This is an optimization exercise on Yosys and OpenROAD, whose aim is small area, not a production implementation. At most, simulation tests tie the RTL to the original design; equivalence was not proved. Function not checked in run 1: the RTL went through the layout flow alone.

==> flow/design.v <==
module window_mult_pipe #(
  parameter int K   = 3,
  parameter int NI  = 8,
  parameter int NF  = 8,
  parameter int LAT = 2,
  parameter int CW  = 5
) (
  input  logic                            clk,
  input  logic                            rst_n,
  input  logic                            in_valid,
  output logic                            in_ready,
  input  logic                            sgn_i,
  input  logic [K*K*NI-1:0]               i_flat,
  input  logic [K*K*NF-1:0]               f_flat,
  input  logic [CW-1:0]                   row_in,
  input  logic [CW-1:0]                   col_in,
  input  logic                            done_in,
  output logic                            out_valid,
  input  logic                            out_ready,
  output logic [K*K*(NI+NF)-1:0]          d_flat,
  output logic [CW-1:0]                   row_out,
  output logic [CW-1:0]                   col_out,
  output logic                            done_out,
  output logic [NI+NF+$clog2(K*K)-1:0]    sum_o
);
  localparam int N  = K * K;
  localparam int W  = NI + NF;
  localparam int SW = W + $clog2(N);
  localparam int SB = 2 * CW + 1;
  logic w_en;
  assign w_en     = !out_valid || out_ready;
  assign in_ready = w_en;
  logic [2:0] r_vld;
  always_ff @(posedge clk or negedge rst_n) begin
    if (!rst_n)    r_vld <= '0;
    else if (w_en) r_vld <= {r_vld[1:0], in_valid};
  end
  assign out_valid = r_vld[2];
  logic [N*NI-1:0] r1_i;
  logic [N*NF-1:0] r1_f;
  logic            r1_s;
  logic [SB-1:0]   r1_sb, r2_sb, r3_sb;
  logic [N*W-1:0]  r2_d, r3_d;
  logic [N*W-1:0]  w_prod;
  for (genvar e = 0; e < N; e++) begin : g_lane
    wm_mul u_mul (.p(r1_i[e*NI +: NI]), .s(r1_s), .f(r1_f[e*NF +: NF]), .y(w_prod[e*W +: W]));
  end
  always_ff @(posedge clk) begin
    if (w_en) begin
      r1_i  <= i_flat;
      r1_f  <= f_flat;
      r1_s  <= sgn_i;
      r1_sb <= {done_in, col_in, row_in};
      r2_d  <= w_prod;
      r2_sb <= r1_sb;
      r3_d  <= r2_d;
      r3_sb <= r2_sb;
    end
  end
  logic [SW-1:0] w_sum;
  wm_sum u_sum (.d(r3_d), .y(w_sum));
  assign d_flat   = r3_d;
  assign row_out  = r3_sb[CW-1:0];
  assign col_out  = r3_sb[2*CW-1:CW];
  assign done_out = r3_sb[2*CW];
  assign sum_o    = w_sum;
endmodule
module wm_fa (input logic a, input logic b, input logic c, output logic s, output logic co);
  assign s  = a ^ b ^ c;
  assign co = (a & b) | (a & c) | (b & c);
endmodule
module wm_ha (input logic a, input logic b, output logic s, output logic co);
  assign s  = a ^ b;
  assign co = a & b;
endmodule
module wm_mul (
  input  logic [7:0]  p,
  input  logic        s,
  input  logic [7:0]  f,
  output logic [15:0] y
);
  wire q = s & p[7];
  wire pp1 = (p[0] & f[0]);
  wire pp2 = (p[0] & f[1]);
  wire pp3 = (p[1] & f[0]);
  wire pp4 = (p[0] & f[2]);
  wire pp5 = (p[1] & f[1]);
  wire pp6 = (p[2] & f[0]);
  wire pp7 = (p[0] & f[3]);
  wire pp8 = (p[1] & f[2]);
  wire pp9 = (p[2] & f[1]);
  wire pp10 = (p[3] & f[0]);
  wire pp11 = (p[0] & f[4]);
  wire pp12 = (p[1] & f[3]);
  wire pp13 = (p[2] & f[2]);
  wire pp14 = (p[3] & f[1]);
  wire pp15 = (p[4] & f[0]);
  wire pp16 = (p[0] & f[5]);
  wire pp17 = (p[1] & f[4]);
  wire pp18 = (p[2] & f[3]);
  wire pp19 = (p[3] & f[2]);
  wire pp20 = (p[4] & f[1]);
  wire pp21 = (p[5] & f[0]);
  wire pp22 = (p[0] & f[6]);
  wire pp23 = (p[1] & f[5]);
  wire pp24 = (p[2] & f[4]);
  wire pp25 = (p[3] & f[3]);
  wire pp26 = (p[4] & f[2]);
  wire pp27 = (p[5] & f[1]);
  wire pp28 = (p[6] & f[0]);
  wire pp29 = (p[1] & f[6]);
  wire pp30 = (p[2] & f[5]);
  wire pp31 = (p[3] & f[4]);
  wire pp32 = (p[4] & f[3]);
  wire pp33 = (p[5] & f[2]);
  wire pp34 = (p[6] & f[1]);
  wire pp35 = (p[7] & f[0]);
  wire pp36 = ~(p[0] & f[7]);
  wire pp37 = (p[2] & f[6]);
  wire pp38 = (p[3] & f[5]);
  wire pp39 = (p[4] & f[4]);
  wire pp40 = (p[5] & f[3]);
  wire pp41 = (p[6] & f[2]);
  wire pp42 = (p[7] & f[1]);
  wire pp43 = ~(p[1] & f[7]);
  wire pp44 = ~(q & f[0]);
  wire pp45 = (p[3] & f[6]);
  wire pp46 = (p[4] & f[5]);
  wire pp47 = (p[5] & f[4]);
  wire pp48 = (p[6] & f[3]);
  wire pp49 = (p[7] & f[2]);
  wire pp50 = ~(p[2] & f[7]);
  wire pp51 = ~(q & f[1]);
  wire pp52 = (p[4] & f[6]);
  wire pp53 = (p[5] & f[5]);
  wire pp54 = (p[6] & f[4]);
  wire pp55 = (p[7] & f[3]);
  wire pp56 = ~(p[3] & f[7]);
  wire pp57 = ~(q & f[2]);
  wire pp58 = (p[5] & f[6]);
  wire pp59 = (p[6] & f[5]);
  wire pp60 = (p[7] & f[4]);
  wire pp61 = ~(p[4] & f[7]);
  wire pp62 = ~(q & f[3]);
  wire pp63 = (p[6] & f[6]);
  wire pp64 = (p[7] & f[5]);
  wire pp65 = ~(p[5] & f[7]);
  wire pp66 = ~(q & f[4]);
  wire pp67 = (p[7] & f[6]);
  wire pp68 = ~(p[6] & f[7]);
  wire pp69 = ~(q & f[5]);
  wire pp70 = ~(p[7] & f[7]);
  wire pp71 = ~(q & f[6]);
  wire pp72 = (q & f[7]);
  wire n73 = ~pp29;
  wire n74 = ~pp37;
  wire s75, c76;
  wm_ha u_ha77 (.a(pp22), .b(pp23), .s(s75), .co(c76));
  wire s78, c79;
  wm_fa u_fa80 (.a(pp30), .b(pp31), .c(pp32), .s(s78), .co(c79));
  wire s81, c82;
  wm_ha u_ha83 (.a(pp33), .b(pp34), .s(s81), .co(c82));
  wire s84, c85;
  wm_fa u_fa86 (.a(pp38), .b(pp39), .c(pp40), .s(s84), .co(c85));
  wire s87, c88;
  wm_fa u_fa89 (.a(pp41), .b(pp42), .c(pp43), .s(s87), .co(c88));
  wire s90, c91;
  wm_ha u_ha92 (.a(pp44), .b(pp29), .s(s90), .co(c91));
  wire s93, c94;
  wm_fa u_fa95 (.a(pp45), .b(pp46), .c(pp47), .s(s93), .co(c94));
  wire s96, c97;
  wm_fa u_fa98 (.a(pp48), .b(pp49), .c(pp50), .s(s96), .co(c97));
  wire s99, c100;
  wm_ha u_ha101 (.a(pp51), .b(pp37), .s(s99), .co(c100));
  wire s102, c103;
  wm_fa u_fa104 (.a(pp52), .b(pp53), .c(pp54), .s(s102), .co(c103));
  wire s105, c106;
  wm_ha u_ha107 (.a(pp55), .b(pp56), .s(s105), .co(c106));
  wire s108, c109;
  wm_ha u_ha110 (.a(pp58), .b(pp59), .s(s108), .co(c109));
  wire s111, c112;
  wm_ha u_ha113 (.a(pp11), .b(pp12), .s(s111), .co(c112));
  wire s114, c115;
  wm_fa u_fa116 (.a(pp16), .b(pp17), .c(pp18), .s(s114), .co(c115));
  wire s117, c118;
  wm_ha u_ha119 (.a(pp19), .b(pp20), .s(s117), .co(c118));
  wire s120, c121;
  wm_fa u_fa122 (.a(pp24), .b(pp25), .c(pp26), .s(s120), .co(c121));
  wire s123, c124;
  wm_fa u_fa125 (.a(pp27), .b(pp28), .c(s75), .s(s123), .co(c124));
  wire s126, c127;
  wm_fa u_fa128 (.a(pp35), .b(pp36), .c(n73), .s(s126), .co(c127));
  wire s129, c130;
  wm_fa u_fa131 (.a(s78), .b(s81), .c(c76), .s(s129), .co(c130));
  wire s132, c133;
  wm_fa u_fa134 (.a(n74), .b(s84), .c(s87), .s(s132), .co(c133));
  wire s135, c136;
  wm_fa u_fa137 (.a(s90), .b(c79), .c(c82), .s(s135), .co(c136));
  wire s138, c139;
  wm_fa u_fa140 (.a(s93), .b(s96), .c(s99), .s(s138), .co(c139));
  wire s141, c142;
  wm_fa u_fa143 (.a(c85), .b(c88), .c(c91), .s(s141), .co(c142));
  wire s144, c145;
  wm_fa u_fa146 (.a(pp57), .b(s102), .c(s105), .s(s144), .co(c145));
  wire s147, c148;
  wm_fa u_fa149 (.a(c94), .b(c97), .c(c100), .s(s147), .co(c148));
  wire s150, c151;
  wm_fa u_fa152 (.a(pp60), .b(pp61), .c(pp62), .s(s150), .co(c151));
  wire s153, c154;
  wm_fa u_fa155 (.a(s108), .b(c103), .c(c106), .s(s153), .co(c154));
  wire s156, c157;
  wm_fa u_fa158 (.a(pp63), .b(pp64), .c(pp65), .s(s156), .co(c157));
  wire s159, c160;
  wm_ha u_ha161 (.a(pp66), .b(c109), .s(s159), .co(c160));
  wire s162, c163;
  wm_ha u_ha164 (.a(pp67), .b(pp68), .s(s162), .co(c163));
  wire s165, c166;
  wm_ha u_ha167 (.a(pp7), .b(pp8), .s(s165), .co(c166));
  wire s168, c169;
  wm_fa u_fa170 (.a(pp13), .b(pp14), .c(pp15), .s(s168), .co(c169));
  wire s171, c172;
  wm_fa u_fa173 (.a(pp21), .b(s114), .c(s117), .s(s171), .co(c172));
  wire s174, c175;
  wm_fa u_fa176 (.a(s120), .b(s123), .c(c115), .s(s174), .co(c175));
  wire s177, c178;
  wm_fa u_fa179 (.a(s126), .b(s129), .c(c121), .s(s177), .co(c178));
  wire s180, c181;
  wm_fa u_fa182 (.a(s132), .b(s135), .c(c127), .s(s180), .co(c181));
  wire s183, c184;
  wm_fa u_fa185 (.a(s138), .b(s141), .c(c133), .s(s183), .co(c184));
  wire s186, c187;
  wm_fa u_fa188 (.a(s144), .b(s147), .c(c139), .s(s186), .co(c187));
  wire s189, c190;
  wm_fa u_fa191 (.a(s150), .b(s153), .c(c145), .s(s189), .co(c190));
  wire s192, c193;
  wm_fa u_fa194 (.a(s156), .b(s159), .c(c151), .s(s192), .co(c193));
  wire s195, c196;
  wm_fa u_fa197 (.a(pp69), .b(s162), .c(c157), .s(s195), .co(c196));
  wire s198, c199;
  wm_ha u_ha200 (.a(pp70), .b(pp71), .s(s198), .co(c199));
  wire s201, c202;
  wm_ha u_ha203 (.a(pp4), .b(pp5), .s(s201), .co(c202));
  wire s204, c205;
  wm_fa u_fa206 (.a(pp9), .b(pp10), .c(s165), .s(s204), .co(c205));
  wire s207, c208;
  wm_fa u_fa209 (.a(s111), .b(s168), .c(c166), .s(s207), .co(c208));
  wire s210, c211;
  wm_fa u_fa212 (.a(c112), .b(s171), .c(c169), .s(s210), .co(c211));
  wire s213, c214;
  wm_fa u_fa215 (.a(c118), .b(s174), .c(c172), .s(s213), .co(c214));
  wire s216, c217;
  wm_fa u_fa218 (.a(c124), .b(s177), .c(c175), .s(s216), .co(c217));
  wire s219, c220;
  wm_fa u_fa221 (.a(c130), .b(s180), .c(c178), .s(s219), .co(c220));
  wire s222, c223;
  wm_fa u_fa224 (.a(c136), .b(s183), .c(c181), .s(s222), .co(c223));
  wire s225, c226;
  wm_fa u_fa227 (.a(c142), .b(s186), .c(c184), .s(s225), .co(c226));
  wire s228, c229;
  wm_fa u_fa230 (.a(c148), .b(s189), .c(c187), .s(s228), .co(c229));
  wire s231, c232;
  wm_fa u_fa233 (.a(c154), .b(s192), .c(c190), .s(s231), .co(c232));
  wire s234, c235;
  wm_fa u_fa236 (.a(c160), .b(s195), .c(c193), .s(s234), .co(c235));
  wire s237, c238;
  wm_fa u_fa239 (.a(c163), .b(s198), .c(c196), .s(s237), .co(c238));
  wire s240, c241;
  wm_ha u_ha242 (.a(pp72), .b(c199), .s(s240), .co(c241));
  wire s243, c244;
  wm_ha u_ha245 (.a(pp2), .b(pp3), .s(s243), .co(c244));
  wire s246, c247;
  wm_fa u_fa248 (.a(pp6), .b(s201), .c(c244), .s(s246), .co(c247));
  wire s249, c250;
  wm_fa u_fa251 (.a(s204), .b(c202), .c(c247), .s(s249), .co(c250));
  wire s252, c253;
  wm_fa u_fa254 (.a(s207), .b(c205), .c(c250), .s(s252), .co(c253));
  wire s255, c256;
  wm_fa u_fa257 (.a(s210), .b(c208), .c(c253), .s(s255), .co(c256));
  wire s258, c259;
  wm_fa u_fa260 (.a(s213), .b(c211), .c(c256), .s(s258), .co(c259));
  wire s261, c262;
  wm_fa u_fa263 (.a(s216), .b(c214), .c(c259), .s(s261), .co(c262));
  wire s264, c265;
  wm_fa u_fa266 (.a(s219), .b(c217), .c(c262), .s(s264), .co(c265));
  wire s267, c268;
  wm_fa u_fa269 (.a(s222), .b(c220), .c(c265), .s(s267), .co(c268));
  wire s270, c271;
  wm_fa u_fa272 (.a(s225), .b(c223), .c(c268), .s(s270), .co(c271));
  wire s273, c274;
  wm_fa u_fa275 (.a(s228), .b(c226), .c(c271), .s(s273), .co(c274));
  wire s276, c277;
  wm_fa u_fa278 (.a(s231), .b(c229), .c(c274), .s(s276), .co(c277));
  wire s279, c280;
  wm_fa u_fa281 (.a(s234), .b(c232), .c(c277), .s(s279), .co(c280));
  wire s282, c283;
  wm_fa u_fa284 (.a(s237), .b(c235), .c(c280), .s(s282), .co(c283));
  wire s285 = s240 ^ c238 ^ c283;
  assign y = {s285, s282, s279, s276, s273, s270, s267, s264, s261, s258, s255, s252, s249, s246, s243, pp1};
endmodule
module wm_sum (
  input  logic [143:0] d,
  output logic [19:0]  y
);
  wire t1 = ~d[15];
  wire t2 = ~d[31];
  wire t3 = ~d[47];
  wire t4 = ~d[63];
  wire t5 = ~d[79];
  wire t6 = ~d[95];
  wire t7 = ~d[111];
  wire t8 = ~d[127];
  wire t9 = ~d[143];
  wire n10 = ~t1;
  wire n11 = ~t1;
  wire n12 = ~t1;
  wire s13, c14;
  wm_fa u_fa15 (.a(d[0]), .b(d[16]), .c(d[32]), .s(s13), .co(c14));
  wire s16, c17;
  wm_ha u_ha18 (.a(d[48]), .b(d[64]), .s(s16), .co(c17));
  wire s19, c20;
  wm_fa u_fa21 (.a(d[1]), .b(d[17]), .c(d[33]), .s(s19), .co(c20));
  wire s22, c23;
  wm_fa u_fa24 (.a(d[49]), .b(d[65]), .c(d[81]), .s(s22), .co(c23));
  wire s25, c26;
  wm_ha u_ha27 (.a(d[97]), .b(d[113]), .s(s25), .co(c26));
  wire s28, c29;
  wm_fa u_fa30 (.a(d[2]), .b(d[18]), .c(d[34]), .s(s28), .co(c29));
  wire s31, c32;
  wm_fa u_fa33 (.a(d[50]), .b(d[66]), .c(d[82]), .s(s31), .co(c32));
  wire s34, c35;
  wm_fa u_fa36 (.a(d[98]), .b(d[114]), .c(d[130]), .s(s34), .co(c35));
  wire s37, c38;
  wm_fa u_fa39 (.a(d[3]), .b(d[19]), .c(d[35]), .s(s37), .co(c38));
  wire s40, c41;
  wm_fa u_fa42 (.a(d[51]), .b(d[67]), .c(d[83]), .s(s40), .co(c41));
  wire s43, c44;
  wm_fa u_fa45 (.a(d[99]), .b(d[115]), .c(d[131]), .s(s43), .co(c44));
  wire s46, c47;
  wm_fa u_fa48 (.a(d[4]), .b(d[20]), .c(d[36]), .s(s46), .co(c47));
  wire s49, c50;
  wm_fa u_fa51 (.a(d[52]), .b(d[68]), .c(d[84]), .s(s49), .co(c50));
  wire s52, c53;
  wm_fa u_fa54 (.a(d[100]), .b(d[116]), .c(d[132]), .s(s52), .co(c53));
  wire s55, c56;
  wm_fa u_fa57 (.a(d[5]), .b(d[21]), .c(d[37]), .s(s55), .co(c56));
  wire s58, c59;
  wm_fa u_fa60 (.a(d[53]), .b(d[69]), .c(d[85]), .s(s58), .co(c59));
  wire s61, c62;
  wm_fa u_fa63 (.a(d[101]), .b(d[117]), .c(d[133]), .s(s61), .co(c62));
  wire s64, c65;
  wm_fa u_fa66 (.a(d[6]), .b(d[22]), .c(d[38]), .s(s64), .co(c65));
  wire s67, c68;
  wm_fa u_fa69 (.a(d[54]), .b(d[70]), .c(d[86]), .s(s67), .co(c68));
  wire s70, c71;
  wm_fa u_fa72 (.a(d[102]), .b(d[118]), .c(d[134]), .s(s70), .co(c71));
  wire s73, c74;
  wm_fa u_fa75 (.a(d[7]), .b(d[23]), .c(d[39]), .s(s73), .co(c74));
  wire s76, c77;
  wm_fa u_fa78 (.a(d[55]), .b(d[71]), .c(d[87]), .s(s76), .co(c77));
  wire s79, c80;
  wm_fa u_fa81 (.a(d[103]), .b(d[119]), .c(d[135]), .s(s79), .co(c80));
  wire s82, c83;
  wm_fa u_fa84 (.a(d[8]), .b(d[24]), .c(d[40]), .s(s82), .co(c83));
  wire s85, c86;
  wm_fa u_fa87 (.a(d[56]), .b(d[72]), .c(d[88]), .s(s85), .co(c86));
  wire s88, c89;
  wm_fa u_fa90 (.a(d[104]), .b(d[120]), .c(d[136]), .s(s88), .co(c89));
  wire s91, c92;
  wm_fa u_fa93 (.a(d[9]), .b(d[25]), .c(d[41]), .s(s91), .co(c92));
  wire s94, c95;
  wm_fa u_fa96 (.a(d[57]), .b(d[73]), .c(d[89]), .s(s94), .co(c95));
  wire s97, c98;
  wm_fa u_fa99 (.a(d[105]), .b(d[121]), .c(d[137]), .s(s97), .co(c98));
  wire s100, c101;
  wm_fa u_fa102 (.a(d[10]), .b(d[26]), .c(d[42]), .s(s100), .co(c101));
  wire s103, c104;
  wm_fa u_fa105 (.a(d[58]), .b(d[74]), .c(d[90]), .s(s103), .co(c104));
  wire s106, c107;
  wm_fa u_fa108 (.a(d[106]), .b(d[122]), .c(d[138]), .s(s106), .co(c107));
  wire s109, c110;
  wm_fa u_fa111 (.a(d[11]), .b(d[27]), .c(d[43]), .s(s109), .co(c110));
  wire s112, c113;
  wm_fa u_fa114 (.a(d[59]), .b(d[75]), .c(d[91]), .s(s112), .co(c113));
  wire s115, c116;
  wm_fa u_fa117 (.a(d[107]), .b(d[123]), .c(d[139]), .s(s115), .co(c116));
  wire s118, c119;
  wm_fa u_fa120 (.a(d[12]), .b(d[28]), .c(d[44]), .s(s118), .co(c119));
  wire s121, c122;
  wm_fa u_fa123 (.a(d[60]), .b(d[76]), .c(d[92]), .s(s121), .co(c122));
  wire s124, c125;
  wm_fa u_fa126 (.a(d[108]), .b(d[124]), .c(d[140]), .s(s124), .co(c125));
  wire s127, c128;
  wm_fa u_fa129 (.a(d[13]), .b(d[29]), .c(d[45]), .s(s127), .co(c128));
  wire s130, c131;
  wm_fa u_fa132 (.a(d[61]), .b(d[77]), .c(d[93]), .s(s130), .co(c131));
  wire s133, c134;
  wm_fa u_fa135 (.a(d[109]), .b(d[125]), .c(d[141]), .s(s133), .co(c134));
  wire s136, c137;
  wm_fa u_fa138 (.a(d[14]), .b(d[30]), .c(d[46]), .s(s136), .co(c137));
  wire s139, c140;
  wm_fa u_fa141 (.a(d[62]), .b(d[78]), .c(d[94]), .s(s139), .co(c140));
  wire s142, c143;
  wm_fa u_fa144 (.a(d[110]), .b(d[126]), .c(d[142]), .s(s142), .co(c143));
  wire s145, c146;
  wm_fa u_fa147 (.a(t2), .b(t3), .c(t4), .s(s145), .co(c146));
  wire s148, c149;
  wm_fa u_fa150 (.a(t5), .b(t6), .c(t7), .s(s148), .co(c149));
  wire s151, c152;
  wm_fa u_fa153 (.a(t8), .b(t9), .c(n10), .s(s151), .co(c152));
  wire s154, c155;
  wm_fa u_fa156 (.a(d[80]), .b(d[96]), .c(d[112]), .s(s154), .co(c155));
  wire s157, c158;
  wm_fa u_fa159 (.a(d[129]), .b(s19), .c(s22), .s(s157), .co(c158));
  wire s160, c161;
  wm_ha u_ha162 (.a(s25), .b(c14), .s(s160), .co(c161));
  wire s163, c164;
  wm_fa u_fa165 (.a(s28), .b(s31), .c(s34), .s(s163), .co(c164));
  wire s166, c167;
  wm_fa u_fa168 (.a(c20), .b(c23), .c(c26), .s(s166), .co(c167));
  wire s169, c170;
  wm_fa u_fa171 (.a(s37), .b(s40), .c(s43), .s(s169), .co(c170));
  wire s172, c173;
  wm_fa u_fa174 (.a(c29), .b(c32), .c(c35), .s(s172), .co(c173));
  wire s175, c176;
  wm_fa u_fa177 (.a(s46), .b(s49), .c(s52), .s(s175), .co(c176));
  wire s178, c179;
  wm_fa u_fa180 (.a(c38), .b(c41), .c(c44), .s(s178), .co(c179));
  wire s181, c182;
  wm_fa u_fa183 (.a(s55), .b(s58), .c(s61), .s(s181), .co(c182));
  wire s184, c185;
  wm_fa u_fa186 (.a(c47), .b(c50), .c(c53), .s(s184), .co(c185));
  wire s187, c188;
  wm_fa u_fa189 (.a(s64), .b(s67), .c(s70), .s(s187), .co(c188));
  wire s190, c191;
  wm_fa u_fa192 (.a(c56), .b(c59), .c(c62), .s(s190), .co(c191));
  wire s193, c194;
  wm_fa u_fa195 (.a(s73), .b(s76), .c(s79), .s(s193), .co(c194));
  wire s196, c197;
  wm_fa u_fa198 (.a(c65), .b(c68), .c(c71), .s(s196), .co(c197));
  wire s199, c200;
  wm_fa u_fa201 (.a(s82), .b(s85), .c(s88), .s(s199), .co(c200));
  wire s202, c203;
  wm_fa u_fa204 (.a(c74), .b(c77), .c(c80), .s(s202), .co(c203));
  wire s205, c206;
  wm_fa u_fa207 (.a(s91), .b(s94), .c(s97), .s(s205), .co(c206));
  wire s208, c209;
  wm_fa u_fa210 (.a(c83), .b(c86), .c(c89), .s(s208), .co(c209));
  wire s211, c212;
  wm_fa u_fa213 (.a(s100), .b(s103), .c(s106), .s(s211), .co(c212));
  wire s214, c215;
  wm_fa u_fa216 (.a(c92), .b(c95), .c(c98), .s(s214), .co(c215));
  wire s217, c218;
  wm_fa u_fa219 (.a(s109), .b(s112), .c(s115), .s(s217), .co(c218));
  wire s220, c221;
  wm_fa u_fa222 (.a(c101), .b(c104), .c(c107), .s(s220), .co(c221));
  wire s223, c224;
  wm_fa u_fa225 (.a(s118), .b(s121), .c(s124), .s(s223), .co(c224));
  wire s226, c227;
  wm_fa u_fa228 (.a(c110), .b(c113), .c(c116), .s(s226), .co(c227));
  wire s229, c230;
  wm_fa u_fa231 (.a(s127), .b(s130), .c(s133), .s(s229), .co(c230));
  wire s232, c233;
  wm_fa u_fa234 (.a(c119), .b(c122), .c(c125), .s(s232), .co(c233));
  wire s235, c236;
  wm_fa u_fa237 (.a(s136), .b(s139), .c(s142), .s(s235), .co(c236));
  wire s238, c239;
  wm_fa u_fa240 (.a(c128), .b(c131), .c(c134), .s(s238), .co(c239));
  wire s241, c242;
  wm_fa u_fa243 (.a(s145), .b(s148), .c(s151), .s(s241), .co(c242));
  wire s244, c245;
  wm_fa u_fa246 (.a(c137), .b(c140), .c(c143), .s(s244), .co(c245));
  wire s247, c248;
  wm_fa u_fa249 (.a(n11), .b(c146), .c(c149), .s(s247), .co(c248));
  wire s250, c251;
  wm_ha u_ha252 (.a(d[128]), .b(s13), .s(s250), .co(c251));
  wire s253, c254;
  wm_fa u_fa255 (.a(c17), .b(s157), .c(s160), .s(s253), .co(c254));
  wire s256, c257;
  wm_fa u_fa258 (.a(s163), .b(s166), .c(c158), .s(s256), .co(c257));
  wire s259, c260;
  wm_fa u_fa261 (.a(s169), .b(s172), .c(c164), .s(s259), .co(c260));
  wire s262, c263;
  wm_fa u_fa264 (.a(s175), .b(s178), .c(c170), .s(s262), .co(c263));
  wire s265, c266;
  wm_fa u_fa267 (.a(s181), .b(s184), .c(c176), .s(s265), .co(c266));
  wire s268, c269;
  wm_fa u_fa270 (.a(s187), .b(s190), .c(c182), .s(s268), .co(c269));
  wire s271, c272;
  wm_fa u_fa273 (.a(s193), .b(s196), .c(c188), .s(s271), .co(c272));
  wire s274, c275;
  wm_fa u_fa276 (.a(s199), .b(s202), .c(c194), .s(s274), .co(c275));
  wire s277, c278;
  wm_fa u_fa279 (.a(s205), .b(s208), .c(c200), .s(s277), .co(c278));
  wire s280, c281;
  wm_fa u_fa282 (.a(s211), .b(s214), .c(c206), .s(s280), .co(c281));
  wire s283, c284;
  wm_fa u_fa285 (.a(s217), .b(s220), .c(c212), .s(s283), .co(c284));
  wire s286, c287;
  wm_fa u_fa288 (.a(s223), .b(s226), .c(c218), .s(s286), .co(c287));
  wire s289, c290;
  wm_fa u_fa291 (.a(s229), .b(s232), .c(c224), .s(s289), .co(c290));
  wire s292, c293;
  wm_fa u_fa294 (.a(s235), .b(s238), .c(c230), .s(s292), .co(c293));
  wire s295, c296;
  wm_fa u_fa297 (.a(s241), .b(s244), .c(c236), .s(s295), .co(c296));
  wire s298, c299;
  wm_fa u_fa300 (.a(c152), .b(s247), .c(c242), .s(s298), .co(c299));
  wire s301, c302;
  wm_ha u_ha303 (.a(s16), .b(s154), .s(s301), .co(c302));
  wire s304, c305;
  wm_fa u_fa306 (.a(c155), .b(s253), .c(c251), .s(s304), .co(c305));
  wire s307, c308;
  wm_fa u_fa309 (.a(c161), .b(s256), .c(c254), .s(s307), .co(c308));
  wire s310, c311;
  wm_fa u_fa312 (.a(c167), .b(s259), .c(c257), .s(s310), .co(c311));
  wire s313, c314;
  wm_fa u_fa315 (.a(c173), .b(s262), .c(c260), .s(s313), .co(c314));
  wire s316, c317;
  wm_fa u_fa318 (.a(c179), .b(s265), .c(c263), .s(s316), .co(c317));
  wire s319, c320;
  wm_fa u_fa321 (.a(c185), .b(s268), .c(c266), .s(s319), .co(c320));
  wire s322, c323;
  wm_fa u_fa324 (.a(c191), .b(s271), .c(c269), .s(s322), .co(c323));
  wire s325, c326;
  wm_fa u_fa327 (.a(c197), .b(s274), .c(c272), .s(s325), .co(c326));
  wire s328, c329;
  wm_fa u_fa330 (.a(c203), .b(s277), .c(c275), .s(s328), .co(c329));
  wire s331, c332;
  wm_fa u_fa333 (.a(c209), .b(s280), .c(c278), .s(s331), .co(c332));
  wire s334, c335;
  wm_fa u_fa336 (.a(c215), .b(s283), .c(c281), .s(s334), .co(c335));
  wire s337, c338;
  wm_fa u_fa339 (.a(c221), .b(s286), .c(c284), .s(s337), .co(c338));
  wire s340, c341;
  wm_fa u_fa342 (.a(c227), .b(s289), .c(c287), .s(s340), .co(c341));
  wire s343, c344;
  wm_fa u_fa345 (.a(c233), .b(s292), .c(c290), .s(s343), .co(c344));
  wire s346, c347;
  wm_fa u_fa348 (.a(c239), .b(s295), .c(c293), .s(s346), .co(c347));
  wire s349, c350;
  wm_fa u_fa351 (.a(c245), .b(s298), .c(c296), .s(s349), .co(c350));
  wire s352, c353;
  wm_fa u_fa354 (.a(n12), .b(c248), .c(c299), .s(s352), .co(c353));
  wire s355, c356;
  wm_ha u_ha357 (.a(s250), .b(s301), .s(s355), .co(c356));
  wire s358, c359;
  wm_fa u_fa360 (.a(s304), .b(c302), .c(c356), .s(s358), .co(c359));
  wire s361, c362;
  wm_fa u_fa363 (.a(s307), .b(c305), .c(c359), .s(s361), .co(c362));
  wire s364, c365;
  wm_fa u_fa366 (.a(s310), .b(c308), .c(c362), .s(s364), .co(c365));
  wire s367, c368;
  wm_fa u_fa369 (.a(s313), .b(c311), .c(c365), .s(s367), .co(c368));
  wire s370, c371;
  wm_fa u_fa372 (.a(s316), .b(c314), .c(c368), .s(s370), .co(c371));
  wire s373, c374;
  wm_fa u_fa375 (.a(s319), .b(c317), .c(c371), .s(s373), .co(c374));
  wire s376, c377;
  wm_fa u_fa378 (.a(s322), .b(c320), .c(c374), .s(s376), .co(c377));
  wire s379, c380;
  wm_fa u_fa381 (.a(s325), .b(c323), .c(c377), .s(s379), .co(c380));
  wire s382, c383;
  wm_fa u_fa384 (.a(s328), .b(c326), .c(c380), .s(s382), .co(c383));
  wire s385, c386;
  wm_fa u_fa387 (.a(s331), .b(c329), .c(c383), .s(s385), .co(c386));
  wire s388, c389;
  wm_fa u_fa390 (.a(s334), .b(c332), .c(c386), .s(s388), .co(c389));
  wire s391, c392;
  wm_fa u_fa393 (.a(s337), .b(c335), .c(c389), .s(s391), .co(c392));
  wire s394, c395;
  wm_fa u_fa396 (.a(s340), .b(c338), .c(c392), .s(s394), .co(c395));
  wire s397, c398;
  wm_fa u_fa399 (.a(s343), .b(c341), .c(c395), .s(s397), .co(c398));
  wire s400, c401;
  wm_fa u_fa402 (.a(s346), .b(c344), .c(c398), .s(s400), .co(c401));
  wire s403, c404;
  wm_fa u_fa405 (.a(s349), .b(c347), .c(c401), .s(s403), .co(c404));
  wire s406, c407;
  wm_fa u_fa408 (.a(s352), .b(c350), .c(c404), .s(s406), .co(c407));
  wire s409, c410;
  wm_fa u_fa411 (.a(t1), .b(c353), .c(c407), .s(s409), .co(c410));
  wire s412 = 1'b1 ^ c410;
  assign y = {s412, s409, s406, s403, s400, s397, s394, s391, s388, s385, s382, s379, s376, s373, s370, s367, s364, s361, s358, s355};
endmodule
==> flow/run.sh <==
#!/bin/bash
# synth_recipe.tcl (not shown) runs the flow's synth.tcl, then flattens the netlist and writes it again
# the make line also repeats each setting of config.mk as NAME=value (left out here)
make -C /OpenROAD-flow-scripts/flow DESIGN_CONFIG=/design/flow/config.mk WORK_HOME=/design/flow/orfs CLKGATE_MAP_FILE= SYNTH_SCRIPT=/design/flow/synth_recipe.tcl finish
==> flow/config.mk <==
export PLATFORM = sky130hd
export DESIGN_NAME = window_mult_pipe
export DESIGN_NICKNAME = window_mult_pipe
export VERILOG_FILES = /design/flow/design.v
export SDC_FILE = /design/flow/constraint.sdc
export NUM_CORES = 4
export LEC_CHECK = 0
export CAP_MARGIN = 20
export CORE_MARGIN = 2
export CORE_UTILIZATION = 40
export SLEW_MARGIN = 20
export SYNTH_HIERARCHICAL = 1
==> flow/constraint.sdc <==
create_clock -name core_clock -period 6.5 [get_ports {clk}]
set_input_delay 1.3000 -clock core_clock [delete_from_list [all_inputs] [get_ports {clk}]]
set_output_delay 1.3000 -clock core_clock [all_outputs]
set_load 0.01 [all_outputs]
==> summary.md, run 1 <==
| Metric | Value |
|---|---|
| GRT Total Usage | 20.9% |
| Synth Area in Adders | 41.9% |
| Violation count after the first detailed-routing iteration | 1,150 |
| First drt pass iteration count | 5 |
| Met1 usage | 28.3% |
| Root Driver | clkbuf_16 |
| Reg2reg start | r1_i[34] |
| Htree depth | 2 |
| Vias in the first global route | ~21,000 |
| Final Wtd Congestion | between 0.8 and 0.9 |
| Tightest Pin Transition | 0.929 ns |
| Crit. End Element | output pin |
| Synth Cell Area | 33,900 um^2 |
| R2r worst-path depth | 14 |
| Layout cells sized above 1 | 20.5% |
| Post-route clock period utilization | 168% |
| Busiest layer in global routing | met2 |
| Commonest cells in the netlist | fa_1, and2_1, edfxtp_1 |
| Hold Path Class | reg -> reg |
| Port-buffer cells | 336 |
| Clock transition at path regs | roughly 0.06 ns |
| Layout Check Fails | negative setup slack |
| Leading cell type by number of instances after synthesis | fa_1 |
| Top Ports | 337 |
| Status | finished with violations |
| Sink Count | 469 |
| Critical-path maximum fanout | 2 |
| Grt total ovfl | 0 |
| Req. time, crit path | about 5.2 ns |
| Post-synth EDFFs | 466 |
| Synth Area in Compound Gates | 0% |
| Final worst setup slack | -4.42 ns |
| Clk_skew | roughly 0.021 ns |
| Wire length per cell | 22.9 um |
| Clk latency of the worst-skew pair | 0.62 ns |
| CP endpoint | sum_o[18] |
| Worst reg2reg setup slack | 0.15 ns |
| Fin cells | approximately 3,800 |
| Synthesized Nets | 3,044 |
| Cells after Synth | 2,121 |
| Initial antenna violation count | 6 |
| Synth Area in Simple Gates | 11.5% |
| Seq/Total Area, Yosys | 41.5% |
| Peak Freq | 91.6 MHz |
| YS warnings | 7 |
| Place WS | -4.23 ns |
| CP startpoint kind | flop |
| Hold Fails Final Rpt | 0 |
| CTS tree | done |
| Antenna viol nets, final | 0 |
| RSZ-0062 raised after global routing | yes |
| Die W | 295 um |
| Die height | 295 um |
| Core Rows | 106 |
| Max-slew violations | 0 |
| Core region area | 83,800 um^2 |
| Post-synth top area share | 41.3% |
| Final hold slack | a little over 0.4 ns |
| Largest net degree at the start of global routing | roughly 150 |
| Async SR Flop Fraction | less than 1% |
| Syn avg cell area | 16.0 um^2 |
| Main combinational cell family by area after synthesis | adder cells |
| GR Util met3 | approximately 5.5% |
| CTS Buf Count | 57 |
| Max-slew headroom | 38.1% |
| Largest cells by area after synthesis | edfxtp_1, fa_1, and2_1 |
| Top FF cell, synth | edfxtp_1 |
| FF+latch count, synth | 469 |
| Post-synthesis mux area share | less than 1% |
| XOR/XNOR Fraction of Synth Area | 0.631% |
| Critical path class | reg -> out |
| Unique cell type count in the Yosys netlist | 17 |
| Crit path arrival time | 9.62 ns |
| Hpwl dp | 71.8 mm |
| Area Overhead vs Synth | 23.9% |
| Total wire length | between 80 and 90 mm |
| DR vias | 18,300 |
| Remaining routing DRC violations | 0 |
| Initial Utilization | 40.5% |
| Placed cell count | 3,684 |
| First-pass GRT wire length | 132 mm |
| Vias per cell | 4.78 |
| Cell taking the most area after synthesis | edfxtp_1 |
| Final min period | 10.92 ns |
| Number of max-cap violations | 0 |
| Die area | 87,100 um^2 |
| Met2 usage | between 30% and 40% |
| Setup violators final | 14 |
| Hold buffers post-CTS | 0 |
| Max Root-Sink Buffers | 3 |
| CP startpoint | r3_d[17] |
| Critical R2R Capture | r2_d[78] |
| Final #Nets | 3,562 |
## worst min path at each step
stage          cells past startpoint         to      start  slack, ns
3_3_place_gp                       0   r2_sb[0]   r1_sb[0]       0.40
2_1_floorplan                      0   r2_sb[0]   r1_sb[0]       0.40
3_5_place_dp                       0  r3_d[109]  r2_d[109]       0.40
5_1_grt                            0   r3_d[72]   r2_d[72]       0.41
4_1_cts                            0  r3_d[117]  r2_d[117]       0.40
6_report                           0  r3_d[117]  r2_d[117]       0.41
## state kept, by name, indices dropped and copies added (netlist names)
signal  count
r3_d      144
r2_sb      11
r3_sb      11
r1_sb      11
r2_d      144
r_vld       3
r1_i       72
r1_s        1
r1_f       72
## metal layers
metal	vias to the layer above	wire, um
met2	526	41300
met1	9661	36700
met4	2	2900
met5	-	13
met3	120	6500
li1	7951	-
## worst max-delay path, stage by stage (launching register included)
cell	delay, ns
edfxtp_1	0.42
fa_1	0.59
fa_1	0.44
fa_1	0.51
fa_1	0.44
fa_2	0.36
fa_2	0.36
fa_2	0.36
fa_2	0.35
fa_2	0.35
fa_2	0.34
fa_2	0.35
fa_2	0.35
fa_2	0.35
fa_2	0.36
fa_2	0.40
fa_2	0.35
fa_2	0.35
fa_2	0.35
fa_2	0.34
fa_2	0.34
fa_2	0.34
fa_1	0.48
buf_2	0.12
## area by class of cell
class / instances / area, um^2
Timing Repair Buffer: 659 / 5840
Inverter: 10 / 37.5
Clock buffer: 66 / 1500
Clock inverter: 38 / 499
Sequential cell: 469 / 14100
Antenna cell: 2 / 5.00
Multi-Input combinational cell: 1442 / 18600
Fill cell: 7156 / 41800
Tap cell: 1134 / 1420
## modules after synthesis, one instance, submodules excluded
module	area, um^2	cells inside
wm_mul	599	95
window_mult_pipe	14100	473
wm_ha	12.5	1
wm_sum	188	30
wm_fa	20.0	1
## cells in the final DEF, fill, tap and decap left out, drive strengths merged
cell type,instances
or2b,1
diode,2
mux2,2
xor3,9
clkdlybuf4s50,320
ha,141
bufinv,11
inv,13
nand3,63
and3,9
fa,622
nand2b,1
clkinv,18
and2,504
nand2,90
edfxtp,466
dlygate4sd2,1
dfrtp,3
buf,338
clkinvlp,6
clkbuf,66
## cell families after synthesis
kind of cell / Yosys count
buffers and inverters: 210
flip-flops: 469
AND/OR/NAND/NOR: 668
multiplexers: 2
adder cells (fa/ha/maj): 763
XOR/XNOR: 9
## metrics by stage
| stage | setup TNS [ns] | util [%] | cell area (um^2) |
|---|---|---|---|
| final | -35.44 | 50.1 | 42000 |
| after global placement | -34.19 | 47.2 | 39500 |
| after floorplan | -23.99 | - | 34000 |
| after detailed placement | -35.47 | 47.2 | 39500 |
| after global routing | -37.85 | 50.1 | 42000 |
| after CTS | -36.48 | 50.0 | 41900 |
## repair_timing
item,in CTS,in global routing
gates cloned,0,0
setup endpoints to repair,34,26
setup buffers,26,5
pin swaps,35,29
gates resized for setup,131,30
==> inputs of run 2 (changes only) <==
--- a/flow/design.v
+++ b/flow/design.v
@@ -543,42 +543,140 @@
   wm_fa u_fa354 (.a(n12), .b(c248), .c(c299), .s(s352), .co(c353));
-  wire s355, c356;
-  wm_ha u_ha357 (.a(s250), .b(s301), .s(s355), .co(c356));
-  wire s358, c359;
-  wm_fa u_fa360 (.a(s304), .b(c302), .c(c356), .s(s358), .co(c359));
-  wire s361, c362;
-  wm_fa u_fa363 (.a(s307), .b(c305), .c(c359), .s(s361), .co(c362));
-  wire s364, c365;
-  wm_fa u_fa366 (.a(s310), .b(c308), .c(c362), .s(s364), .co(c365));
-  wire s367, c368;
-  wm_fa u_fa369 (.a(s313), .b(c311), .c(c365), .s(s367), .co(c368));
-  wire s370, c371;
-  wm_fa u_fa372 (.a(s316), .b(c314), .c(c368), .s(s370), .co(c371));
-  wire s373, c374;
-  wm_fa u_fa375 (.a(s319), .b(c317), .c(c371), .s(s373), .co(c374));
-  wire s376, c377;
-  wm_fa u_fa378 (.a(s322), .b(c320), .c(c374), .s(s376), .co(c377));
-  wire s379, c380;
-  wm_fa u_fa381 (.a(s325), .b(c323), .c(c377), .s(s379), .co(c380));
-  wire s382, c383;
-  wm_fa u_fa384 (.a(s328), .b(c326), .c(c380), .s(s382), .co(c383));
-  wire s385, c386;
-  wm_fa u_fa387 (.a(s331), .b(c329), .c(c383), .s(s385), .co(c386));
-  wire s388, c389;
-  wm_fa u_fa390 (.a(s334), .b(c332), .c(c386), .s(s388), .co(c389));
-  wire s391, c392;
-  wm_fa u_fa393 (.a(s337), .b(c335), .c(c389), .s(s391), .co(c392));
-  wire s394, c395;
-  wm_fa u_fa396 (.a(s340), .b(c338), .c(c392), .s(s394), .co(c395));
-  wire s397, c398;
-  wm_fa u_fa399 (.a(s343), .b(c341), .c(c395), .s(s397), .co(c398));
-  wire s400, c401;
-  wm_fa u_fa402 (.a(s346), .b(c344), .c(c398), .s(s400), .co(c401));
-  wire s403, c404;
-  wm_fa u_fa405 (.a(s349), .b(c347), .c(c401), .s(s403), .co(c404));
-  wire s406, c407;
-  wm_fa u_fa408 (.a(s352), .b(c350), .c(c404), .s(s406), .co(c407));
-  wire s409, c410;
-  wm_fa u_fa411 (.a(t1), .b(c353), .c(c407), .s(s409), .co(c410));
-  wire s412 = 1'b1 ^ c410;
-  assign y = {s412, s409, s406, s403, s400, s397, s394, s391, s388, s385, s382, s379, s376, s373, s370, s367, s364, s361, s358, s355};
+  wire g355 = s250 & s301;
+  wire p356 = s250 ^ s301;
+  wire g357 = s304 & c302;
+  wire p358 = s304 ^ c302;
+  wire g359 = s307 & c305;
+  wire p360 = s307 ^ c305;
+  wire g361 = s310 & c308;
+  wire p362 = s310 ^ c308;
+  wire g363 = s313 & c311;
+  wire p364 = s313 ^ c311;
+  wire g365 = s316 & c314;
+  wire p366 = s316 ^ c314;
+  wire g367 = s319 & c317;
+  wire p368 = s319 ^ c317;
+  wire g369 = s322 & c320;
+  wire p370 = s322 ^ c320;
+  wire g371 = s325 & c323;
+  wire p372 = s325 ^ c323;
+  wire g373 = s328 & c326;
+  wire p374 = s328 ^ c326;
+  wire g375 = s331 & c329;
+  wire p376 = s331 ^ c329;
+  wire g377 = s334 & c332;
+  wire p378 = s334 ^ c332;
+  wire g379 = s337 & c335;
+  wire p380 = s337 ^ c335;
+  wire g381 = s340 & c338;
+  wire p382 = s340 ^ c338;
+  wire g383 = s343 & c341;
+  wire p384 = s343 ^ c341;
+  wire g385 = s346 & c344;
+  wire p386 = s346 ^ c344;
+  wire g387 = s349 & c347;
+  wire p388 = s349 ^ c347;
+  wire g389 = s352 & c350;
+  wire p390 = s352 ^ c350;
+  wire g391 = t1 & c353;
+  wire p392 = t1 ^ c353;
+  wire G393 = g357 | (p358 & g355);
+  wire P394 = p358 & p356;
+  wire G395 = g361 | (p362 & g359);
+  wire P396 = p362 & p360;
+  wire G397 = g365 | (p366 & g363);
+  wire P398 = p366 & p364;
+  wire G399 = g369 | (p370 & g367);
+  wire P400 = p370 & p368;
+  wire G401 = g373 | (p374 & g371);
+  wire P402 = p374 & p372;
+  wire G403 = g377 | (p378 & g375);
+  wire P404 = p378 & p376;
+  wire G405 = g381 | (p382 & g379);
+  wire P406 = p382 & p380;
+  wire G407 = g385 | (p386 & g383);
+  wire P408 = p386 & p384;
+  wire G409 = g389 | (p390 & g387);
+  wire P410 = p390 & p388;
+  wire G411 = 1'b0 | (1'b1 & g391);
+  wire P412 = 1'b1 & p392;
+  wire G413 = g359 | (p360 & G393);
+  wire P414 = p360 & P394;
+  wire G415 = G395 | (P396 & G393);
+  wire P416 = P396 & P394;
+  wire G417 = g367 | (p368 & G397);
+  wire P418 = p368 & P398;
+  wire G419 = G399 | (P400 & G397);
+  wire P420 = P400 & P398;
+  wire G421 = g375 | (p376 & G401);
+  wire P422 = p376 & P402;
+  wire G423 = G403 | (P404 & G401);
+  wire P424 = P404 & P402;
+  wire G425 = g383 | (p384 & G405);
+  wire P426 = p384 & P406;
+  wire G427 = G407 | (P408 & G405);
+  wire P428 = P408 & P406;
+  wire G429 = g391 | (p392 & G409);
+  wire P430 = p392 & P410;
+  wire G431 = G411 | (P412 & G409);
+  wire P432 = P412 & P410;
+  wire G433 = g363 | (p364 & G415);
+  wire P434 = p364 & P416;
+  wire G435 = G397 | (P398 & G415);
+  wire P436 = P398 & P416;
+  wire G437 = G417 | (P418 & G415);
+  wire P438 = P418 & P416;
+  wire G439 = G419 | (P420 & G415);
+  wire P440 = P420 & P416;
+  wire G441 = g379 | (p380 & G423);
+  wire P442 = p380 & P424;
+  wire G443 = G405 | (P406 & G423);
+  wire P444 = P406 & P424;
+  wire G445 = G425 | (P426 & G423);
+  wire P446 = P426 & P424;
+  wire G447 = G427 | (P428 & G423);
+  wire P448 = P428 & P424;
+  wire G449 = g371 | (p372 & G439);
+  wire P450 = p372 & P440;
+  wire G451 = G401 | (P402 & G439);
+  wire P452 = P402 & P440;
+  wire G453 = G421 | (P422 & G439);
+  wire P454 = P422 & P440;
+  wire G455 = G423 | (P424 & G439);
+  wire P456 = P424 & P440;
+  wire G457 = G441 | (P442 & G439);
+  wire P458 = P442 & P440;
+  wire G459 = G443 | (P444 & G439);
+  wire P460 = P444 & P440;
+  wire G461 = G445 | (P446 & G439);
+  wire P462 = P446 & P440;
+  wire G463 = G447 | (P448 & G439);
+  wire P464 = P448 & P440;
+  wire G465 = g387 | (p388 & G463);
+  wire P466 = p388 & P464;
+  wire G467 = G409 | (P410 & G463);
+  wire P468 = P410 & P464;
+  wire G469 = G429 | (P430 & G463);
+  wire P470 = P430 & P464;
+  wire G471 = G431 | (P432 & G463);
+  wire P472 = P432 & P464;
+  wire y473 = p358 ^ g355;
+  wire y474 = p360 ^ G393;
+  wire y475 = p362 ^ G413;
+  wire y476 = p364 ^ G415;
+  wire y477 = p366 ^ G433;
+  wire y478 = p368 ^ G435;
+  wire y479 = p370 ^ G437;
+  wire y480 = p372 ^ G439;
+  wire y481 = p374 ^ G449;
+  wire y482 = p376 ^ G451;
+  wire y483 = p378 ^ G453;
+  wire y484 = p380 ^ G455;
+  wire y485 = p382 ^ G457;
+  wire y486 = p384 ^ G459;
+  wire y487 = p386 ^ G461;
+  wire y488 = p388 ^ G463;
+  wire y489 = p390 ^ G465;
+  wire y490 = p392 ^ G467;
+  wire y491 = 1'b1 ^ G469;
+  assign y = {y491, y490, y489, y488, y487, y486, y485, y484, y483, y482, y481, y480, y479, y478, y477, y476, y475, y474, y473, p356};
 endmodule
==> flow/flow/run.sh (new file) <==
#!/bin/bash
# The standard layout, with the port buffers made of the smallest buffer and a clock tree
# without dummy loads. Each tool's output goes to orfs/logs; make's own output to flow_make.log.
set -euo pipefail
bash standard.sh \
  "BUFFER_PORTS_ARGS=-buffer_cell sky130_fd_sc_hd__buf_1" \
  "CTS_ARGS=-sink_clustering_enable -repair_clock_nets -dont_use_dummy_load" \
  finish > flow_make.log 2>&1
==> flow/standard.sh (new file) <==
#!/bin/bash
# synth_recipe.tcl (not shown) runs the flow's synth.tcl, then flattens the netlist and writes it again
# the make line also repeats each setting of config.mk as NAME=value (left out here)
make -C /OpenROAD-flow-scripts/flow DESIGN_CONFIG=/design/flow/config.mk WORK_HOME=/design/flow/orfs CLKGATE_MAP_FILE= SYNTH_SCRIPT=/design/flow/synth_recipe.tcl "${@:-finish}"
removed: flow/run.sh
==> summary.md, run 2 <==
| Metric | Value |
|---|---|
| Status | finished clean |
| Grt total ovfl | 0 |
| Reg area | 14,100 um^2 |
| Async SR Flop Fraction | 0.640% |
| Core Rows | 107 |
| CTS Buf Count | 56 |
| Cell taking the most area after synthesis | edfxtp_1 |
| First drt pass iteration count | 5 |
| Synthesized Nets | about 3,100 |
| Total wire length | 86.1 mm |
| Final #Nets | 3,538 |
| Setup violators final | 0 |
| Slowest CP cell | fa_1 |
| Critical path class | reg -> out |
| Initial Utilization | 40.4% |
| Hold Fails Final Rpt | 0 |
| DR vias | roughly 19,000 |
| Vias in the first global route | 21,100 |
| Largest net degree at the start of global routing | about 150 |
| Hpwl dp | 70.6 mm |
| CP startpoint kind | flop |
| Root Driver | clkbuf_16 |
| Antenna viol nets, final | 0 |
| Post-synth top area share | 40.7% |
| Syn avg cell area | about 16 um^2 |
| Die W | 297 um |
| Final hold slack | 0.408 ns |
| Violation count after the first detailed-routing iteration | 1,169 |
| Max Root-Sink Buffers | 3 |
| Place WS | -0.237 ns |
| Crit. End Element | output pin |
| Area Overhead vs Synth | 13.5% |
| Final min period | 6.45 ns |
| Htree depth | 2 |
| Max-slew violations | 0 |
| Multi-input logic area | 19,200 um^2 |
| Top Ports | 337 |
| Post-route clock period utilization | between 90% and 100% |
| Most frequent cells in the layout | fa_1, and2_1, edfxtp_1, buf_1, buf_4 |
| Remaining routing DRC violations | 0 |
| Crit path arrival time | about 5 ns |
| Fin cells | 3,753 |
| Peak Freq | 155 MHz |
| Layout cells sized above 1 | roughly 15% |
| YS warnings | 7 |
| Synth Cell Area | 34,400 um^2 |
| R2r worst-path depth | 16 |
| Final worst setup slack | 0.0479 ns |
| First-pass GRT wire length | 131 mm |
| Worst stage delay on the critical path | between 0.6 and 0.7 ns |
| Unique cell type count in the Yosys netlist | 45 |
| RSZ-0062 raised after global routing | yes |
| GRT Total Usage | 20.1% |
| Commonest non-fill, non-tap cell in the layout | fa_1 |
| Max-slew headroom | 38.9% |
| Cells after Synth | 2,208 |
| Top Registers | r2_d (144), r3_d (144) |
| Seq/Total Area, Yosys | 40.9% |
| Commonest cells in the netlist | fa_1, and2_1, edfxtp_1 |
| Clk_skew | 0.0312 ns |
| Top FF cell, synth | edfxtp_1 |
| Worst reg2reg setup slack | 0.17 ns |
| Initial antenna violation count | 7 |
| Hold Path Class | reg -> reg |
| CTS tree | done |
| Clock transition at path regs | 0.06 ns |
| FF+latch count, synth | 469 |
| Placed cell count | 3,619 |
| Core region area | 85,300 um^2 |
| Reg2reg start | r1_i[65] |
| Filler cell count in the final layout | about 7,600 |
| Die area | ~88,000 um^2 |
| Post-synth EDFFs | 466 |
| Sink Count | 469 |
| Critical R2R Capture | r2_d[143] |
| Hold buffers post-CTS | 0 |
| Tightest Pin Transition | 0.917 ns |
| Most frequent cell on the critical path | fa_1 |
| Final Wtd Congestion | 0.886 |
| ANT cells | 0 |
| Setup TNS | 0 ns |
| Leading cell type by number of instances after synthesis | fa_1 |
| Crit path cell chain | fa_1 -> fa_1 -> fa_1 -> fa_1 -> ha_1 -> a21o_1 -> a31oi_2 -> and3b_2 -> nor2_1 -> nand2_1 -> fa_2 -> xor2_2 -> buf_2 |
| Critical-path maximum fanout | 2 |
| Wire length per cell | between 20 and 25 um |
| Die height | 297 um |
| CP endpoint | sum_o[17] |
| CP startpoint | r3_d[41] |
| Largest cells by area after synthesis | edfxtp_1, fa_1, and2_1 |
| Port-buffer cells | 336 |
| Vias per cell | slightly below 5 |
| Number of max-cap violations | 0 |
| Req. time, crit path | 5.20 ns |
| Clk latency of the worst-skew pair | 0.62 ns |
-- run 2: cell count changes in the layout (fill, tap and decap cells not counted), moves of 14 or more --
cell,change
buf_6,-14
buf_1,+327
fa_1,+14
buf_4,-111
fa_2,-27
clkdlybuf4s50_1,-320
-- run 2: cell families (layout without fill, tap and decap cells) --
family | after synthesis | after routing | share of synthesized area, %
AOI/OAI and AO/OA | 36 | 36 | 0.782
xor gates and xnor gates | 20 | 20 | 0.902
adders and majority gates | 767 | 767 | 41.2
buffers and inverters | 219 | 620 | 4.47
DFF | 469 | 469 | 40.9
muxes | 2 | 2 | 0.0873
and+or+nand+nor | 695 | 695 | 11.7
-- run 2: worst min path at each step --
| stage | from | to | slack (ns) | cells after the start |
|---|---|---|---|---|
| final | r2_d[135] | r3_d[135] | 0.41 | 0 |
| after global routing | r2_d[6] | r3_d[6] | 0.42 | 0 |
| after CTS | r2_d[23] | r3_d[23] | 0.41 | 0 |
| after detailed placement | r2_d[10] | r3_d[10] | 0.40 | 0 |
| after global placement | r2_d[14] | r3_d[14] | 0.40 | 0 |
| after floorplan | r1_sb[0] | r2_sb[0] | 0.40 | 0 |
-- run 2: what timing repair did --
action,CTS,global route
setup endpoints to repair,27,28
hold endpoints to repair,0,0
pin swaps,48,51
resized for setup,62,51
setup buffers,54,24
-- run 2: Yosys stat by module (local to each module, per instance) --
module,cell area [um^2],cells,copies in the design,flip-flops and latches
wm_sum,1060,136,1,0
window_mult_pipe,14100,473,1,469
wm_ha,12.5,1,140,0
wm_mul,599,95,9,0
wm_fa,20.0,1,604,0
-- run 2: worst max-delay path, delay by kind of cell, from the launching register on --
kind,cells,cell delay [ns]
flip-flops,1,0.49
AND/OR/NAND/NOR,3,0.45
adder cells (fa/ha/maj),6,2.74
buffers and inverters,1,0.18
XOR/XNOR,1,0.21
AO/OA/AOI/OAI,2,0.45
-- run 2: per-stage QoR --
| stage | utilization (%) | instance area [um^2] |
|---|---|---|
| floorplan | - | 34400 |
| global placement | 43.0 | 36700 |
| detailed placement | 43.0 | 36700 |
| CTS | 45.4 | 38700 |
| global route | 45.8 | 39100 |
| finish | 45.8 | 39100 |
-- run 2: layout make-up --
type | instances | share of cell area, %
Multi-Input combinational cell | 1520 | 49.1
Sequential cell | 469 | 36.0
Timing Repair Buffer | 545 | 7.42
Tap cell | 1144 | 3.66
Clock buffer | 56 | 3.59
Inverter | 19 | 0.183
-- run 2: per-layer routing --
metal / part of all wire, % / up-vias / track usage [%]
met5: 0.048 / - / 0
met4: 3.1 / 6 / 6.57
met3: 6.0 / 117 / 3.83
met2: 47 / 530 / 31.6
met1: 44 / 9868 / 28.3
li1: - / 8015 / -
==> inputs of run 3 (changes only) <==
==> flow/run.sh (new file) <==
#!/bin/bash
# synth_recipe.tcl (not shown) runs the flow's synth.tcl, then flattens the netlist and writes it again
# the make line also repeats each setting of config.mk as NAME=value (left out here)
make -C /OpenROAD-flow-scripts/flow DESIGN_CONFIG=/design/flow/config.mk WORK_HOME=/design/flow/orfs CLKGATE_MAP_FILE= SYNTH_SCRIPT=/design/flow/synth_recipe.tcl finish
removed: flow/flow/run.sh
removed: flow/standard.sh
==> summary.md, run 3 <==
| Metric | Value |
|---|---|
| Commonest non-fill, non-tap cell in the layout | fa_1 |
| RSZ-0062 raised after global routing | yes |
| Clock transition at path regs | approximately 0.060 ns |
| Clk latency of the worst-skew pair | between 0.6 and 0.7 ns |
| Max Root-Sink Buffers | 3 |
| Status | finished clean |
| CTS Buf Count | 55 |
| Commonest cells in the netlist | fa_1, and2_1, edfxtp_1 |
| GRT Total Usage | approximately a fifth |
| Cells after Synth | 2,208 |
| Filler cell count in the final layout | between 7,000 and 8,000 |
| GR Util met3 | 3.92% |
| Core Util, Final | 49.0% |
| Top Registers | r2_d (144), r3_d (144) |
| Die height | 297 um |
| Setup violators final | 0 |
| Critical path class | reg -> out |
| Clk_skew | 0.0184 ns |
| Sink Count | 469 |
| Initial Utilization | 40.4% |
| Unique cell type count in the Yosys netlist | 45 |
| Multi-input logic area | 19,200 um^2 |
| Vias in the first global route | 21,500 |
| Final hold slack | 0.405 ns |
| Tightest Pin Transition | 0.904 ns |
| Hpwl dp | 72.0 mm |
| Syn avg cell area | 15.6 um^2 |
| Async SR Flop Fraction | 0.640% |
| Antenna viol nets, final | 0 |
| Reg area | around 14,000 um^2 |
| Leading cell type by number of instances after synthesis | fa_1 |
| Core Rows | 107 |
| Most frequent cells in the layout | fa_1, and2_1, edfxtp_1, clkdlybuf4s50_1, buf_4 |
| Met1 usage | 28.7% |
| Hold Fails Final Rpt | 0 |
| Post-route clock period utilization | 99.7% |
| Final worst setup slack | 0.0166 ns |
| Top Ports | between 300 and 400 |
| Cell taking the most area after synthesis | edfxtp_1 |
| First-pass GRT wire length | 134 mm |
| YS warnings | 7 |
| Crit path arrival time | 5.18 ns |
| DR vias | 18,700 |
| Largest cells by area after synthesis | edfxtp_1, fa_1, and2_1 |
| Die W | 297 um |
| Synth Cell Area | 34,400 um^2 |
| Grt total ovfl | 0 |
| Placed cell count | around 3,600 |
| Initial antenna violation count | 0 |
| Finished Cell Area | between 40,000 and 50,000 um^2 |
| Largest net degree at the start of global routing | 159 |
| XOR/XNOR Fraction of Synth Area | 0.902% |
| CP startpoint kind | flop |
| Synth Area in Adders | between 40% and 50% |
| Final min period | between 6 and 7 ns |
| Place WS | -0.165 ns |
| Violation count after the first detailed-routing iteration | 1,030 |
| Number of max-cap violations | 0 |
| Top FF cell, synth | edfxtp_1 |
| Post-synthesis mux area share | less than 1% |
| Die area | approximately 88,000 um^2 |
| FF+latch count, synth | 469 |
| Main combinational cell family by area after synthesis | adder cells |
| Vias per cell | 4.90 |
| Core region area | between 80,000 and 90,000 um^2 |
| Total wire length | 87.8 mm |
| Req. time, crit path | 5.20 ns |
| Synthesized Nets | 3,135 |
| Area Overhead vs Synth | 21.5% |
| Max-slew violations | 0 |
| Root Driver | clkbuf_16 |
| Wire length per cell | between 20 and 25 um |
| Layout cells sized above 1 | 16.9% |
| Busiest layer in global routing | met2 |
| CTS tree | done |
| Fin cells | 3,823 |
| Seq/Total Area, Yosys | between 40% and 50% |
| Met2 usage | 33.0% |
| Critical-path maximum fanout | 2 |
| Hold Path Class | reg -> reg |
| Remaining routing DRC violations | 0 |
| Crit. End Element | output pin |
| First drt pass iteration count | 5 |
| Final #Nets | 3,561 |
| Peak Freq | 154 MHz |
| Synth Area in Simple Gates | 11.7% |
| Area after detailed placement | between 30,000 and 40,000 um^2 |
| ANT cells | 0 |
| Htree depth | 2 |
| Synth Area in Compound Gates | 0.782% |
| Max-slew headroom | 39.7% |
| Port-buffer cells | about 340 |
| Post-synth top area share | 40.7% |
| Post-synth EDFFs | 466 |
| Final Wtd Congestion | 0.865 |
run 3: cell counts after synthesis:
No cell type changed its count.
run 3: cell families after synthesis:
family | Yosys count
adder cells (fa/ha/maj) | 767
XOR/XNOR | 20
buffers and inverters | 219
AO/OA/AOI/OAI | 36
AND/OR/NAND/NOR | 695
multiplexers | 2
flip-flops | 469
run 3: worst max-delay path: stages (launching register included):
cell and delay [ns]:
edfxtp_1 0.53, fa_1 0.55, fa_1 0.57, fa_1 0.43, fa_1 0.47, ha_1 0.35, a21o_2 0.24, a31oi_4 0.17
and3b_2 0.26, nor2_1 0.10, nand2_1 0.08, fa_2 0.36, xor2_1 0.17, buf_4 0.16, buf_6 0.12
run 3: final cells by class:
type                            count  share of cell area [%]
Sequential cell                   469                    33.6
Clock buffer                       67                    3.50
Multi-Input combinational cell   1520                    45.9
Timing Repair Buffer              569                    12.3
Clock inverter                     35                    1.11
Inverter                           19                   0.171
Tap cell                         1144                    3.42
run 3: repair_timing:
item                                    4_1_cts  5_1_grt
buffers inserted                             64       24
endpoints found under the setup margin       30       27
hold buffers                                  0        0
pin swaps                                    65       44
resized for setup                            89       67
gates cloned                                  0        0
run 3: metal layers:
layer  wire (um)  vias to the layer above
met5           0                        -
met4        1660                        0
met3        5120                       81
met2       42600                      498
met1       38500                    10100
li1            -                     8105
run 3: modules after synthesis, one instance, submodules excluded:
module,flops+latches,cell area [um^2]
window_mult_pipe,469,14100
wm_sum,0,1060
wm_mul,0,599
wm_ha,0,12.5
wm_fa,0,20.0
run 3: per-stage QoR:
step | setup TNS [ns]
2_1_floorplan | 0
3_3_place_gp | -0.449
3_5_place_dp | -1.44
4_1_cts | -0.0291
5_1_grt | -0.369
6_report | 0
run 3: worst paths after layout:
check | startpoint | to | slack (ns) | cells after the start
worst max-delay path | r3_d[11] | sum_o[17] | 0.02 | 14
worst min-delay path | r2_d[38] | r3_d[38] | 0.41 | 0
worst max register to register | r1_i[8] | r2_d[31] | 0.14 | 16
worst min register to register | r2_d[38] | r3_d[38] | 0.41 | 0
max in group asynchronous | rst_n | r_vld[1] | 5.49 | 1
min in group asynchronous | rst_n | r_vld[2] | 0.87 | 1

port drivers added, routing unchanged:
Ports are ideal in the flow. The routed layouts listed here were re-timed in OpenROAD. Step 1, drivers: a clkbuf_16 drives clk and a buf_2 each remaining input, both assumed. Step 2, shift: input delay + t, output delay - t, t = (earliest + latest rising clock arrival at the registers) / 2. This alone moves slack from input paths to output paths. Three values: ideal ports, drivers, drivers and shift; two values: the first two.
run | t (ns) | slack for setup (ns) | worst setup path after step 2
run 1 | 0.678 | -4.421 / -4.483 / -3.805 | register to output
run 2 | 0.675 | 0.048 / -0.020 / 0.175 | register to register
run 3 | 0.676 | 0.017 / -0.050 / 0.139 | register to register
